This design comes from an exercise in tuning for small area, a short achievable clock period and few clock cycles per item on the open sky130 flow, not from production work.
The RTL was checked by simulation tests, not by an equivalence proof against the original design.
Power and IR drop assume default switching activity.

==> flow/design.v <==
`timescale 1ns / 1ps
`default_nettype none
package pct_pkg;
    localparam int MAX_ELEMENTS_DEF = 15;
    localparam int IN_W             = 4;
    localparam int VAL_W            = 31;
    localparam int S_TDATA_W        = 16;
    localparam int M_TDATA_W        = 64;
    typedef struct packed {
        logic load;
        logic row_step;
        logic sum_step;
        logic publish;
    } pct_cmd_t;
    typedef struct packed {
        logic reject;
        logic depth_zero;
        logic row_end;
        logic last_row;
        logic sum_end;
        logic out_free;
    } pct_sts_t;
endpackage
`default_nettype wire
`timescale 1ns / 1ps
`default_nettype none
import pct_pkg::*;
module pct_ctrl
(
    input  wire logic     aclk,
    input  wire logic     aresetn,
    input  wire logic     s_tvalid,
    output logic          s_tready,
    input  pct_pkg::pct_sts_t sts,
    output pct_pkg::pct_cmd_t cmd
);
    localparam logic [2:0] ST_IDLE  = 3'd0;
    localparam logic [2:0] ST_CHECK = 3'd1;
    localparam logic [2:0] ST_ROW   = 3'd2;
    localparam logic [2:0] ST_SUM   = 3'd3;
    localparam logic [2:0] ST_DONE  = 3'd4;
    logic [2:0] state_reg;
    logic [2:0] state_next;
    assign s_tready = (state_reg == ST_IDLE);
    always_comb begin
        state_next   = state_reg;
        cmd          = '0;
        unique case (state_reg)
            ST_IDLE: begin
                if (s_tvalid) begin
                    cmd.load   = 1'b1;
                    state_next = ST_CHECK;
                end
            end
            ST_CHECK: begin
                priority if (sts.reject) begin
                    state_next = ST_DONE;
                end else if (sts.depth_zero) begin
                    state_next = ST_SUM;
                end else begin
                    state_next = ST_ROW;
                end
            end
            ST_ROW: begin
                cmd.row_step = 1'b1;
                if (sts.row_end && sts.last_row) begin
                    state_next = ST_SUM;
                end
            end
            ST_SUM: begin
                cmd.sum_step = 1'b1;
                if (sts.sum_end) begin
                    state_next = ST_DONE;
                end
            end
            ST_DONE: begin
                if (sts.out_free) begin
                    cmd.publish = 1'b1;
                    state_next  = ST_IDLE;
                end
            end
            default: begin
                state_next = ST_IDLE;
            end
        endcase
    end
    always_ff @(posedge aclk) begin
        if (!aresetn) begin
            state_reg <= ST_IDLE;
        end else begin
            state_reg <= state_next;
        end
    end
endmodule
`default_nettype wire
`timescale 1ns / 1ps
`default_nettype none
import pct_pkg::*;
module pct_dp
#(
    parameter int MAX_ELEMENTS = MAX_ELEMENTS_DEF
) (
    input  wire logic                 aclk,
    input  wire logic                 aresetn,
    input  wire logic [IN_W-1:0]      in_base_blocks,
    input  wire logic [IN_W-1:0]      in_depth,
    input  wire logic [IN_W-1:0]      in_sets,
    input  pct_pkg::pct_cmd_t         cmd,
    output pct_pkg::pct_sts_t         sts,
    output logic                      m_tvalid,
    input  wire logic                 m_tready,
    output logic [VAL_W-1:0]          out_entry_count,
    output logic [VAL_W-1:0]          out_row_total,
    output logic                      out_out_of_range
);
    localparam int IDX_W = (MAX_ELEMENTS > 1) ? $clog2(MAX_ELEMENTS) : 1;
    localparam int FAC_W = IN_W + 1;
    localparam int PRD_W = FAC_W + VAL_W;
    localparam logic [FAC_W-1:0] MAX_SUM = FAC_W'(MAX_ELEMENTS);
    logic [IN_W-1:0]  base_blocks_reg;
    logic [IN_W-1:0]  depth_reg;
    logic [IN_W-1:0]  sets_reg;
    logic [IDX_W-1:0] row_reg;
    logic [IDX_W-1:0] j_reg;
    logic [VAL_W-1:0] prev_reg;
    logic [VAL_W-1:0] sum_reg;
    logic [VAL_W-1:0] entry_reg;
    logic [VAL_W-1:0] rd_reg;
    logic [VAL_W-1:0] row_mem [MAX_ELEMENTS];
    logic             m_tvalid_reg;
    logic [VAL_W-1:0] out_entry_reg;
    logic [VAL_W-1:0] out_total_reg;
    logic             out_err_reg;
    logic [VAL_W-1:0] rd_val;
    logic [VAL_W-1:0] old_val;
    logic [FAC_W-1:0] factor;
    logic [PRD_W-1:0] product;
    logic [VAL_W-1:0] new_val;
    logic [FAC_W-1:0] elem_sum;
    assign rd_val   = rd_reg;
    assign old_val  = (j_reg < row_reg) ? rd_val : '0;
    assign factor   = FAC_W'(base_blocks_reg) + FAC_W'(j_reg);
    assign product  = PRD_W'(factor) * PRD_W'(old_val);
    assign new_val  = prev_reg + product[VAL_W-1:0];
    assign elem_sum = FAC_W'(base_blocks_reg) + FAC_W'(depth_reg);
    assign sts.reject     = (base_blocks_reg == '0) || (elem_sum > MAX_SUM);
    assign sts.depth_zero = (depth_reg == '0);
    assign sts.row_end    = (j_reg == row_reg);
    assign sts.last_row   = (IN_W'(row_reg) == depth_reg);
    assign sts.sum_end    = (IN_W'(j_reg) == depth_reg);
    assign sts.out_free   = !m_tvalid_reg || m_tready;
    always_ff @(posedge aclk) begin
        if (cmd.load) begin
            base_blocks_reg <= in_base_blocks;
            depth_reg       <= in_depth;
            sets_reg        <= in_sets;
            row_reg         <= IDX_W'(1);
            j_reg           <= '0;
            prev_reg        <= '0;
            sum_reg         <= '0;
            entry_reg       <= '0;
            row_mem[0]      <= VAL_W'(1);
            rd_reg          <= VAL_W'(1);
        end else if (cmd.row_step) begin
            row_mem[j_reg] <= new_val;
            if (sts.row_end) begin
                row_reg  <= row_reg + IDX_W'(1);
                j_reg    <= '0;
                prev_reg <= '0;
                rd_reg   <= row_mem[0];
            end else begin
                j_reg    <= j_reg + IDX_W'(1);
                prev_reg <= old_val;
                rd_reg   <= row_mem[j_reg + IDX_W'(1)];
            end
        end else if (cmd.sum_step) begin
            sum_reg <= sum_reg + rd_val;
            if (factor == FAC_W'(sets_reg)) begin
                entry_reg <= rd_val;
            end
            j_reg <= j_reg + IDX_W'(1);
            if (!sts.sum_end) begin
                rd_reg <= row_mem[j_reg + IDX_W'(1)];
            end
        end
    end
    always_ff @(posedge aclk) begin
        if (cmd.publish) begin
            out_entry_reg <= entry_reg;
            out_total_reg <= sum_reg;
            out_err_reg   <= sts.reject;
        end
    end
    always_ff @(posedge aclk) begin
        if (!aresetn) begin
            m_tvalid_reg <= 1'b0;
        end else if (cmd.publish) begin
            m_tvalid_reg <= 1'b1;
        end else if (m_tready) begin
            m_tvalid_reg <= 1'b0;
        end
    end
    assign m_tvalid         = m_tvalid_reg;
    assign out_entry_count  = out_entry_reg;
    assign out_row_total    = out_total_reg;
    assign out_out_of_range = out_err_reg;
endmodule
`default_nettype wire
`timescale 1ns / 1ps
`default_nettype none
import pct_pkg::*;
module partition_count_table
#(
    parameter int MAX_ELEMENTS = MAX_ELEMENTS_DEF
) (
    input  wire logic                  aclk,
    input  wire logic                  aresetn,
    input  wire logic                  s_tvalid,
    output logic                       s_tready,
    input  wire logic [S_TDATA_W-1:0]  s_tdata,   
    output logic                       m_tvalid,
    input  wire logic                  m_tready,
    output logic [M_TDATA_W-1:0]       m_tdata,   
    output logic                       m_tuser    
);
    pct_pkg::pct_cmd_t cmd;
    pct_pkg::pct_sts_t sts;
    logic [VAL_W-1:0] entry_count;
    logic [VAL_W-1:0] row_total;
    logic             out_of_range;
    pct_ctrl u_ctrl (
        .aclk     (aclk),
        .aresetn  (aresetn),
        .s_tvalid (s_tvalid),
        .s_tready (s_tready),
        .sts      (sts),
        .cmd      (cmd)
    );
    pct_dp #(
        .MAX_ELEMENTS (MAX_ELEMENTS)
    ) u_dp (
        .aclk             (aclk),
        .aresetn          (aresetn),
        .in_base_blocks   (s_tdata[IN_W-1:0]),
        .in_depth         (s_tdata[2*IN_W-1:IN_W]),
        .in_sets          (s_tdata[3*IN_W-1:2*IN_W]),
        .cmd              (cmd),
        .sts              (sts),
        .m_tvalid         (m_tvalid),
        .m_tready         (m_tready),
        .out_entry_count  (entry_count),
        .out_row_total    (row_total),
        .out_out_of_range (out_of_range)
    );
    assign m_tdata = {{(M_TDATA_W-2*VAL_W){1'b0}}, row_total, entry_count};
    assign m_tuser = out_of_range;
endmodule
`default_nettype wire
==> flow/run.sh <==
#!/bin/bash
# synth_recipe.tcl (not shown) runs the flow's synth.tcl, then flattens the netlist and writes it again
# the make line also repeats each setting of config.mk as NAME=value (left out here)
make -C /OpenROAD-flow-scripts/flow DESIGN_CONFIG=/design/flow/config.mk WORK_HOME=/design/flow/orfs CLKGATE_MAP_FILE= SYNTH_SCRIPT=/design/flow/synth_recipe.tcl finish
==> flow/config.mk <==
export PLATFORM = sky130hd
export DESIGN_NAME = partition_count_table
export DESIGN_NICKNAME = partition_count_table
export VERILOG_FILES = /design/flow/design.v
export SDC_FILE = /design/flow/constraint.sdc
export NUM_CORES = 4
export LEC_CHECK = 0
export CAP_MARGIN = 20
export CORE_MARGIN = 2
export CORE_UTILIZATION = 40
export SLEW_MARGIN = 20
==> flow/constraint.sdc <==
create_clock -name core_clock -period 10.0 [get_ports {aclk}]
set_input_delay 2.0000 -clock core_clock [delete_from_list [all_inputs] [get_ports {aclk}]]
set_output_delay 2.0000 -clock core_clock [all_outputs]
set_load 0.01 [all_outputs]
==> impl_results.rst <==
.. list-table::
   :header-rows: 1

   * - Metric
     - Value
   * - Max reg flops
     - 465
   * - RSZ-0062 raised after global routing
     - no
   * - Post-route core utilization
     - 0.461
   * - CTS buffer count
     - 72
   * - Switch Pwr
     - 3.11 mW
   * - Hold slack final
     - 0.436 ns
   * - Number of distinct library cells after synthesis
     - 74
   * - Peak supply drop
     - between 100 and 150 µV
   * - Die X-Extent
     - ~290 µm
   * - DRC violation count after routing
     - 0
   * - Cts hold-fix bufs
     - 0
   * - Count of maximum capacitance violations
     - 0
   * - Reg with most FFs
     - u_dp.row_mem
   * - Share of final-layout standard cells stronger than drive strength 1
     - 0.137
   * - Share of synthesized area occupied by flip-flops and latches
     - 0.595
   * - Placed wire-length estimate
     - around 45,000 µm
   * - Grt ovf
     - 0
   * - Clock root buffer
     - sky130_fd_sc_hd__clkbuf_16
   * - Yosys top cell by area
     - sky130_fd_sc_hd__edfxtp_1
   * - Setup violations, final
     - 0
   * - Nets@finish
     - between 2,000 and 2,500
   * - Fraction of post-synthesis cell area in the top cell type by area
     - 0.510
   * - Vertical die dimension
     - 286 µm
   * - Highest clock frequency the design can meet
     - 125 MHz
   * - Worst relative slew slack
     - 0.275
   * - Design Power
     - ~9 mW
   * - Setup TNS
     - 0 ns
   * - Proportion of power drawn by flip-flops and latches
     - 0.395
   * - Power Internal
     - around 6.0 mW
   * - Via count of the first global-routing pass
     - 19,000
   * - Number of top-level pins
     - between 80 and 90
   * - Post-synthesis instance area
     - 0.0318 mm²
   * - Initial antenna violation count
     - 1
   * - Power density over the cells
     - 250 mW/mm²
   * - Count of instances resized after the clock tree is built
     - 0
   * - Num rows
     - 103
   * - Actual slew at the worst max-slew pin
     - 1.09 ns
   * - Period utilisation layout
     - 0.802
   * - H-tree depth reported by CTS
     - 3
   * - Combinational share of power
     - 0.317
   * - Slowest cell on the critical path
     - sky130_fd_sc_hd__dfxtp_1
   * - Result of the run
     - finished clean
   * - Data required, critical path
     - just over 10 ns
   * - Drt initial violations
     - 1,483
   * - Post-synthesis sequential element count
     - 676
   * - Sequence of cells on the critical path
     - ha_1 > nor2b_1 > o21a_1 > o21ai_0 > nand2b_1 > nor2_1 > buf_4 > nand2_1 > fa_1 > inv_1 > fa_1 > inv_1 > fa_1 > inv_1 > ha_1 > a21oi_1 > nor2_1 > a221o_1 > nand3_1 > a21boi_1 > a21oi_1 > a311oi_1 > xnor2_1 > nor2_1
   * - Overall Global Routing Usage
     - 0.180
   * - Initial standard-cell utilization of the core
     - 0.403
   * - Share of total power in the clock network
     - 0.288
   * - Type of element launching the critical path
     - flip-flop
   * - Via count normalized by instance count
     - 5.36
   * - Clock transition time at the flip-flop clock pins of the worst setup and hold paths
     - 0.06 ns
   * - Main flop type after synthesis
     - sky130_fd_sc_hd__edfxtp_1
   * - Final critical path time including I/O delays and setup
     - 8.02 ns
   * - Critical Setup Path Class
     - reg2reg
   * - Highest fanout seen on the critical path
     - 19
   * - WL/cell
     - around 22 µm
   * - Core area
     - 0.0789 mm²
   * - Critical path arrival
     - 8.29 ns
   * - Weighted congestion reported at the end of routability-driven placement
     - 0.829
   * - Worst skew pair latency
     - 0.62 ns
   * - Switching power share of the total
     - 0.342
   * - Leakage power figure
     - 12.6 nW
   * - First-pass GRT wire length
     - 113,000 µm
   * - Post-synth ARST share
     - 0
   * - Average size of a mapped cell
     - 14.7 µm²
   * - Leading post-synthesis cells by cell area
     - sky130_fd_sc_hd__edfxtp_1 (51%), sky130_fd_sc_hd__mux4_2 (8.8%), sky130_fd_sc_hd__dfxtp_1 (8.6%)
   * - Number of post-CTS setup repair buffers
     - 0
   * - CTS Buffer Depth
     - 3
   * - Final hold violation count
     - 0
   * - Number of synthesized flops with an enable pin
     - 540
   * - Die Outline Area
     - a little over 0.08 mm²
   * - Count of input and output buffers
     - 80
   * - Cells after Synth
     - 2,168
   * - Delay contributed by the slowest stage of the critical path
     - 0.85 ns
   * - Pin count of the biggest net entering global routing
     - 91
   * - Ys Warns
     - 2
   * - Skew final
     - 0.0242 ns
   * - Clock tree sinks
     - 676
   * - Vias after detailed routing
     - 18,100
   * - Number of search-and-repair iterations in the first detailed-routing pass
     - 5
   * - Antenna-violating nets left
     - 0
   * - Final-report max-slew violation count
     - 0
   * - Endpoint class of the critical path
     - flip-flop
   * - Hold Path Class
     - reg2reg
   * - CTS tree
     - built
   * - Final WL
     - 72,700 µm
   * - P&R area growth vs syn
     - 14.2%
[worst paths after layout]
path                      startpoint                endpoint  slack [ns]  depth (start not counted)
hold reg to reg   u_dp.entry_reg[18]  u_dp.out_entry_reg[18]        0.44                          0
setup / recovery       u_dp.j_reg[1]     u_dp.row_mem[2][30]        1.98                         24
setup reg to reg       u_dp.j_reg[1]     u_dp.row_mem[2][30]        1.98                         24
hold / removal    u_dp.entry_reg[18]  u_dp.out_entry_reg[18]        0.44                          0
[metal layers]
layer / vias to the layer above / share of wire / track usage
met4: 2 / 0.021 / 0.0500
met1: 9348 / 0.42 / 0.234
li1: 8246 / - / -
met3: 104 / 0.048 / 0.0264
met5: - / 0.00018 / 0
met2: 425 / 0.51 / 0.315
[synth_stat cells (all sizes together), types with 2 or more instances]
cell	n
a21o	30
nand3b	2
a22o	32
o211ai	5
mux4	124
nor2b	11
o21a	11
and2b	2
a31oi	11
nand2b	7
or4	2
a211oi	38
edfxtp	540
a21oi	78
o31ai	5
or2	5
nand2	139
nor3b	7
a211o	4
a21boi	4
xnor2	41
clkbuf	58
nor2	137
buf	39
nor3	26
and3	10
a221o	3
nor4	5
o21ai	63
fa	112
o21bai	8
dfxtp	136
inv	115
a31o	3
xor2	24
nand4	8
nand3	21
a41oi	2
mux2i	94
and2	109
ha	77
or3	5
[stage by stage]
stage / cell area, µm² / instances / worst slack, ns
after floorplan: 31800 / 2169 / 3.39
after global placement: 34000 / 3243 / 2.14
after detailed placement: 34000 / 3243 / 1.99
after CTS: 36300 / 3376 / 1.95
after global routing: 36300 / 3377 / 1.51
final: 36300 / 3379 / 1.98
[cell type report]
| class | count | area, µm² |
|---|---|---|
| Clock inverter | 31 | 312 |
| Inverter | 115 | 433 |
| Fill cell | 6803 | 42500 |
| Multi-Input combinational cell | 1281 | 12200 |
| Antenna cell | 2 | 5.00 |
| Tap cell | 1050 | 1310 |
| Timing Repair Buffer | 122 | 1140 |
| Clock buffer | 102 | 2000 |
| Sequential cell | 676 | 18900 |
[worst max-delay path, delay by kind of cell (launching register included)]
family | cells | cell delay, ns
compound gates | 7 | 1.68
xor+xnor | 1 | 0.18
flops | 1 | 0.85
fa+ha+maj | 5 | 2.21
simple gates | 7 | 2.20
buf+inv | 4 | 0.54
[power groups by stage]
stage	registers, mW	clock network [mW]	logic [mW]
floorplan	3.54	0	2.00
finish	3.59	2.62	2.89
detailed placement	3.65	0	2.87
CTS	3.60	2.69	2.89
global placement	3.64	0	2.82
global route	3.62	2.79	3.19
[kinds of logic after synthesis]
logic type	Yosys count	synth area share
compound gates	307	0.0652
flops	676	0.595
fa+ha+maj	189	0.101
other cells	1	0.000118
buf+inv	212	0.0271
simple gates	500	0.0761
mux	218	0.117
xor+xnor	65	0.0181
[cell usage in the layout (no fill, tap or decap), types with 29 or more instances in the layout]
cell type	synthesis	routed
sky130_fd_sc_hd__edfxtp_1	540	540
sky130_fd_sc_hd__nand2_1	139	139
sky130_fd_sc_hd__dfxtp_1	136	135
sky130_fd_sc_hd__nor2_1	137	124
sky130_fd_sc_hd__mux4_2	124	124
sky130_fd_sc_hd__inv_1	115	114
sky130_fd_sc_hd__fa_1	112	112
sky130_fd_sc_hd__and2_1	109	109
sky130_fd_sc_hd__mux2i_1	94	94
sky130_fd_sc_hd__clkdlybuf4s50_1	0	80
sky130_fd_sc_hd__a21oi_1	76	76
sky130_fd_sc_hd__ha_1	77	76
sky130_fd_sc_hd__clkbuf_16	0	72
sky130_fd_sc_hd__o21ai_0	58	58
sky130_fd_sc_hd__xnor2_1	41	40
sky130_fd_sc_hd__buf_4	7	40
sky130_fd_sc_hd__a211oi_1	38	38
sky130_fd_sc_hd__a22o_1	32	32
sky130_fd_sc_hd__a21o_1	29	29
Testbench counts, summed over its fixed seeds: cycles 55,537, queries 2,400.

port drivers added, routing unchanged:
The results above use ideal ports. As a check the final layout listed here was re-extracted and re-timed, cells and wires unchanged.
Step 1 (the two cells are an assumption about what drives the block):
set clk [get_ports {aclk}]
set_driving_cell -lib_cell sky130_fd_sc_hd__clkbuf_16 $clk
set_driving_cell -lib_cell sky130_fd_sc_hd__buf_2 [delete_from_list [all_inputs] $clk]
Step 2 moves the port delays by t, midway between the first and last clock arrival at a register: inputs arrive t later, outputs are due t later. That takes back most of the time a late clock gives input paths.
a / b / c = ideal / step 1 / step 2; a / b = the first two.
t (ns): 0.671
slack for setup (ns): 1.984 / 1.984 / 1.984
hold slack, ns: 0.436 / 0.436 / 0.436
latest minus earliest clock arrival (ns): 0.025 / 0.025
pins driven straight from the clock port: 1
After both steps this run still meets setup and hold. The setup slack of this run moves by 0.000 ns with the drivers and by 0.000 ns with both steps.
